This design comes from an exercise in tuning for small area, a short achievable clock period and few clock cycles on the open sky130 flow, not from production work. Where RTL was checked, it was by simulation tests only, not by an equivalence proof against the original. Power figures rest on the tool's default switching activity, not on a simulated workload.

## avr_core
module avr_core (
    input  logic                    clk,
    input  logic                    reset,
    output logic [10-1:0]    program_counter,
    input  logic [16-1:0] instruction,
    output logic [16-1:0]  bus_addr,
    output logic [8-1:0]  bus_wdata,
    input  logic [8-1:0]  bus_rdata,
    output logic                    mem_we,
    output logic                    mem_oe
);
    localparam logic [3:0] C_NOP = 4'd0, C_ADD = 4'd1, C_ADC = 4'd2, C_SUB = 4'd3,
                           C_AND = 4'd4, C_EOR = 4'd5, C_OR  = 4'd6, C_MOV = 4'd7,
                           C_LDI = 4'd8, C_NEG = 4'd9, C_LD  = 4'd10, C_ST = 4'd11;
    logic [3:0]  f_cls;
    logic [3:0]  r_cls;
    logic [11:0] r_raw;
    instr_decoder i_dec (
        .instruction (instruction),
        .cls         (f_cls)
    );
    always_ff @(posedge clk or posedge reset) begin
        if (reset) begin
            program_counter <= '0;
            r_cls           <= C_NOP;
        end else begin
            program_counter <= program_counter + 1'b1;
            r_cls           <= f_cls;
        end
    end
    always_ff @(posedge clk)
        r_raw <= instruction[11:0];
    logic [4:0] a_addr, b_addr;
    logic [7:0] a_data, b_data, zl, zh;
    logic [7:0] a_val, b_val;
    logic [7:0] e_result;
    logic       e_wr, e_ld, e_st, e_cupd;
    logic [4:0] e_rd;
    logic [7:0] e_x, e_y;
    logic       e_sel_sum, e_sel_and, e_sel_xor, e_sel_or;
    logic       e_cin1, e_cinc, e_cinv;
    logic       carry;
    logic       w_wr;
    logic [4:0] w_rd;
    logic [7:0] w_data;
    logic       e_wz;
    assign a_addr = r_raw[8:4];
    assign b_addr = {r_raw[9], r_raw[3:0]};
    register_file i_regs (
        .clk     (clk),
        .clear   (reset),
        .a_addr  (a_addr),
        .b_addr  (b_addr),
        .a_data  (a_data),
        .b_data  (b_data),
        .zl_data (zl),
        .zh_data (zh),
        .wr_en   (w_wr),
  ...
Settings: LEC_CHECK=0, CAP_MARGIN=20, CORE_MARGIN=2, CORE_UTILIZATION=40, SETUP_SLACK_MARGIN=2.5, SLEW_MARGIN=20; clock period 5.0 ns.
run.sh (not shown) runs the stock make flow with config.mk's settings and CLKGATE_MAP_FILE= SYNTH_SCRIPT=/design/flow/synth_recipe.tcl, a recipe that flattens the netlist after the stock synthesis.
Rerun with:
- SETUP_SLACK_MARGIN: 2.5 -> 3.0
After rerunning: Worst setup slack degrades by 0.0044 ns; wire length goes up by 2.5%; die area stays the same; via count goes up by 2.5%; clock skew barely changes; final area goes up by 3.8%; count of clock-buffer cells in the layout goes up by 6; total power goes up by 2.3%; clock power goes up by about 3%; critical path depth does not change.
No run of this note included a check of the RTL's function; only the layout flow was run.

* * *

== job 6021 ==
avr_core, a different RTL version from the one above (not shown whole).
Size: about 980 cells after synthesis, ~300 flip-flops, about 62 I/O pins, about 0.016 mm^2 of cells after synthesis.
clock: 5.0 ns
lec_check: 0
cap_margin: 20
core_margin: 2
core_utilization: 40
cts_buf_list: sky130_fd_sc_hd__clkbuf_8 sky130_fd_sc_hd__clkbuf_16
cts_cluster_diameter: 100
cts_cluster_size: 26
setup_slack_margin: 2.7
slew_margin: 20
standard.sh (not shown) runs the stock make flow with config.mk's settings and CLKGATE_MAP_FILE= SYNTH_SCRIPT=/design/flow/synth_recipe.tcl, a recipe that flattens the netlist after the stock synthesis.
==> flow/flow/run.sh <==
#!/bin/bash
# Standard layout, with plain buffers (instead of delay cells) on the ports.
# Synthesis runs first, exactly as the standard flow does it.
set -euo pipefail
bash standard.sh synth > synth.log 2>&1
export BUFFER_PORTS_ARGS="-buffer_cell sky130_fd_sc_hd__buf_2"
bash standard.sh finish > finish.log 2>&1
Job 6021 completed; timing, DRC and antenna clean
Testbench counts of job 6021, summed over its fixed seeds: cycles 14,784.
Modified inputs, job 9249 compared to job 6021
Settings: putting GPL_ROUTABILITY_DRIVEN at 0 where nothing was set; putting ABC_AREA at 1 where nothing was set.
## What came out
Net load switching power, job 9249 vs job 6021: up by a few percent. Topmost layer with routed signal wires = met5: job 9249; topmost layer with routed signal wires = met4: job 6021. Job 9249 — post-CTS setup repair buffer count 4 lower, job 6021 as reference. Re design area: job 9249 is about 1.3% up on job 6021. Between job 9249 and job 6021, routed wire length is lower for job 6021, job 9249 comes in above that. Relative area change from synthesis to final layout was higher in job 6021 than in job 9249.
> inputs changed (job 9249 -> job 5901)
Settings: removing ABC_AREA (formerly 1); changing SETUP_SLACK_MARGIN from 2.7 to 2.3.
Results
- Job 5901 against job 9249: number of antenna violations at the first check in global routing up 1; met2 routed wirelength fell 6300 um.
- Changes observed in job 5901 relative to job 9249: final-layout clock-cell area share saw an increase; core outline area saw a decrease; die area saw a decrease.
- On synthesized cell count: between job 9249 and job 5901, it ends up lower for job 5901.
- Of job 5901 and job 9249, it is job 5901 that has the lower post-CTS setup buffer count.
- Total power of job 5901 is lower than that of job 9249.
- Sort job 9249 and job 5901 by worst setup slack before clock tree synthesis asc -> top: job 5901
- Job 5901 vs job 9249, highest routed metal layer: met4 vs met5
- Run comparison: job 9249 slowest stage cell on the critical path sky130_fd_sc_hd__buf_2; job 5901 slowest stage cell on the critical path sky130_fd_sc_hd__mux4_2
- Sort job 9249 and job 5901 by combinational share of power, descending, and job 9249 comes first.

* * *

Setup of v40:
Starting RTL as in the previous note.
==> flow/config.mk <==
export PLATFORM = sky130hd
export DESIGN_NAME = avr_core
export DESIGN_NICKNAME = avr_core
export VERILOG_FILES = /design/flow/design.v
export SDC_FILE = /design/flow/constraint.sdc
export NUM_CORES = 4
export LEC_CHECK = 0
export CAP_MARGIN = 20
export CORE_MARGIN = 2
export CORE_UTILIZATION = 40
export CTS_BUF_LIST = sky130_fd_sc_hd__clkbuf_8 sky130_fd_sc_hd__clkbuf_16
export CTS_CLUSTER_DIAMETER = 100
export CTS_CLUSTER_SIZE = 30
export SETUP_SLACK_MARGIN = 2.5
export SLEW_MARGIN = 20
==> flow/constraint.sdc <==
create_clock -name core_clock -period 5.0 [get_ports {clk}]
set_input_delay 1.0000 -clock core_clock [delete_from_list [all_inputs] [get_ports {clk}]]
set_output_delay 1.0000 -clock core_clock [all_outputs]
set_load 0.01 [all_outputs]
Scripts as last shown in full above: flow/flow/run.sh
Testbench counts of v40, summed over its fixed seeds: cycles 14,784.
Here is what was changed in the inputs of v29 compared with v40.
Settings: setting GPL_ROUTABILITY_DRIVEN to 0 for the first time; changing CTS_CLUSTER_SIZE from 30 to 26; setting PLACE_DENSITY to 0.8 for the first time.
Results
Delta(fraction of area in multi-input gates, v29 - v40) > 0. Delta (v29 minus v40): total detailed-routing wirelength went up by 1.3%; number of buffer and inverter instances along the worst setup path went down by 2; cell leakage power went down by about 1.1%; initial antenna violation count went up by 1. The post-CTS setup repair buffer count of v29 is higher than that of v40. v29 ended up with e_y[5] as its capturing element of the worst setup path; v40 ended up with e_x[5].
Setup changes, v29 to v48
Settings: a deleted PLACE_DENSITY that had been 0.8.
==> flow/flow/run.sh <==
#!/bin/bash
# Standard layout, with plain buffers (instead of delay cells) on the ports,
# and area recovery (downsizing non-critical cells) after global routing.
# Synthesis runs first, exactly as the standard flow does it.
set -euo pipefail
bash standard.sh synth > synth.log 2>&1
export BUFFER_PORTS_ARGS="-buffer_cell sky130_fd_sc_hd__buf_2"
export RECOVER_POWER=100
bash standard.sh finish > finish.log 2>&1
[summary]
The flow for v48 finished, though final verification flagged capacitance limit, slew limit.
Looking at met3 track demand over resource in global routing, v48 sits 2.2 points below v29.
Comparing v48 against v29, there is no change at all in number of buffers between clock root and the deepest sink.
Diff v29 -> v48: portion of total power attributed to the clock network higher; flip-flop and latch power roughly the same; buffering overhead lost 0.46 points; flip-flop and latch share of the layout cell area increased 0.96 points; net load switching power saw a decrease.
Compared to v29, v48 reaches a lower achievable clock.
v48 gives less least setup slack across all paths after layout than v29 did.
Going from v29 to v48, total power shrank slightly.
--- input diff v48..v2 ---
Settings: CAP_MARGIN now 5, was 20; SLEW_MARGIN now 5, was 20.
==> flow/flow/run.sh <==
#!/bin/bash
# Standard layout, with plain buffers (instead of delay cells) on the ports.
# Synthesis runs first, exactly as the standard flow does it.
set -euo pipefail
bash standard.sh synth > synth.log 2>&1
export BUFFER_PORTS_ARGS="-buffer_cell sky130_fd_sc_hd__buf_2"
bash standard.sh finish > finish.log 2>&1
==> comparison <==
Combinational power in v2 is about 4% higher than in v48. Combinational group share of total power (higher): v2. Summary of v2 over v48: max-slew violation count lost 121; met1 usage in global routing went up by 0.51 points; utilization after layout up 1.0 points. Delta(part of the total power dissipated in the clock network, v2 - v48) < 0. In v2, biggest cell delay along the critical path is lower than in v48. In v2 the share of the clock period used by the worst path turned out 19 points lower than in v48. Of v48 and v2, the run reporting the lower number of instances resized during post-cts repair was v2. v2 completed end to end with timing, DRC and antenna clean.

==> separate check: timing with driven ports <==
How much do the figures lean on ideal ports? The routed layouts below were timed once more, with nothing changed but the port constraints.
Step 1 sets driving cells, clkbuf_16 on the clock port and buf_2 on the other inputs (assumed; they add their load-dependent delay and slew).
Step 2 also shifts input and output timing later by t, the mid clock arrival at the registers, as if the neighbouring blocks saw the same clock.
a / b / c = ideal ports / drivers / drivers and shift; a / b = the first two.
run	shift t [ns]	setup slack, ns	hold slack, ns	latest minus earliest clock arrival (ns)	slew violations	pins driven straight from the clock port
the first run of note 1	0.573	2.168 / 2.168 / 2.168	0.382 / 0.382 / 0.382	0.021 / 0.021	0 / 0	1
the second run of note 1	0.573	2.164 / 2.164 / 2.164	0.382 / 0.382 / 0.382	0.020 / 0.021	0 / 0	1
job 6021	0.545	2.449 / 2.070 / 1.525	0.443 / 0.443 / 0.443	0.020 / 0.020	0 / 0	1
job 9249	0.569	2.655 / 2.563 / 1.994	0.447 / 0.447 / 0.447	0.034 / 0.034	0 / 0	1
job 5901	0.550	2.331 / 2.202 / 1.652	0.437 / 0.437 / 0.437	0.032 / 0.032	0 / 0	1
v40	0.565	2.361 / 2.278 / 1.713	0.463 / 0.463 / 0.463	0.044 / 0.044	0 / 0	1
v29	0.559	2.472 / 2.243 / 1.684	0.448 / 0.448 / 0.448	0.024 / 0.024	0 / 0	1
v48	0.550	1.492 / 1.418 / 0.868	0.443 / 0.443 / 0.443	0.024 / 0.024	121 / 139	1
v2	0.551	2.431 / 2.179 / 1.628	0.458 / 0.458 / 0.458	0.014 / 0.014	0 / 0	1
With drivers on, slew violations rise in v48. The setup slack of job 6021, which loses most, moves by -0.379 ns with the drivers and by -0.924 ns with both steps.
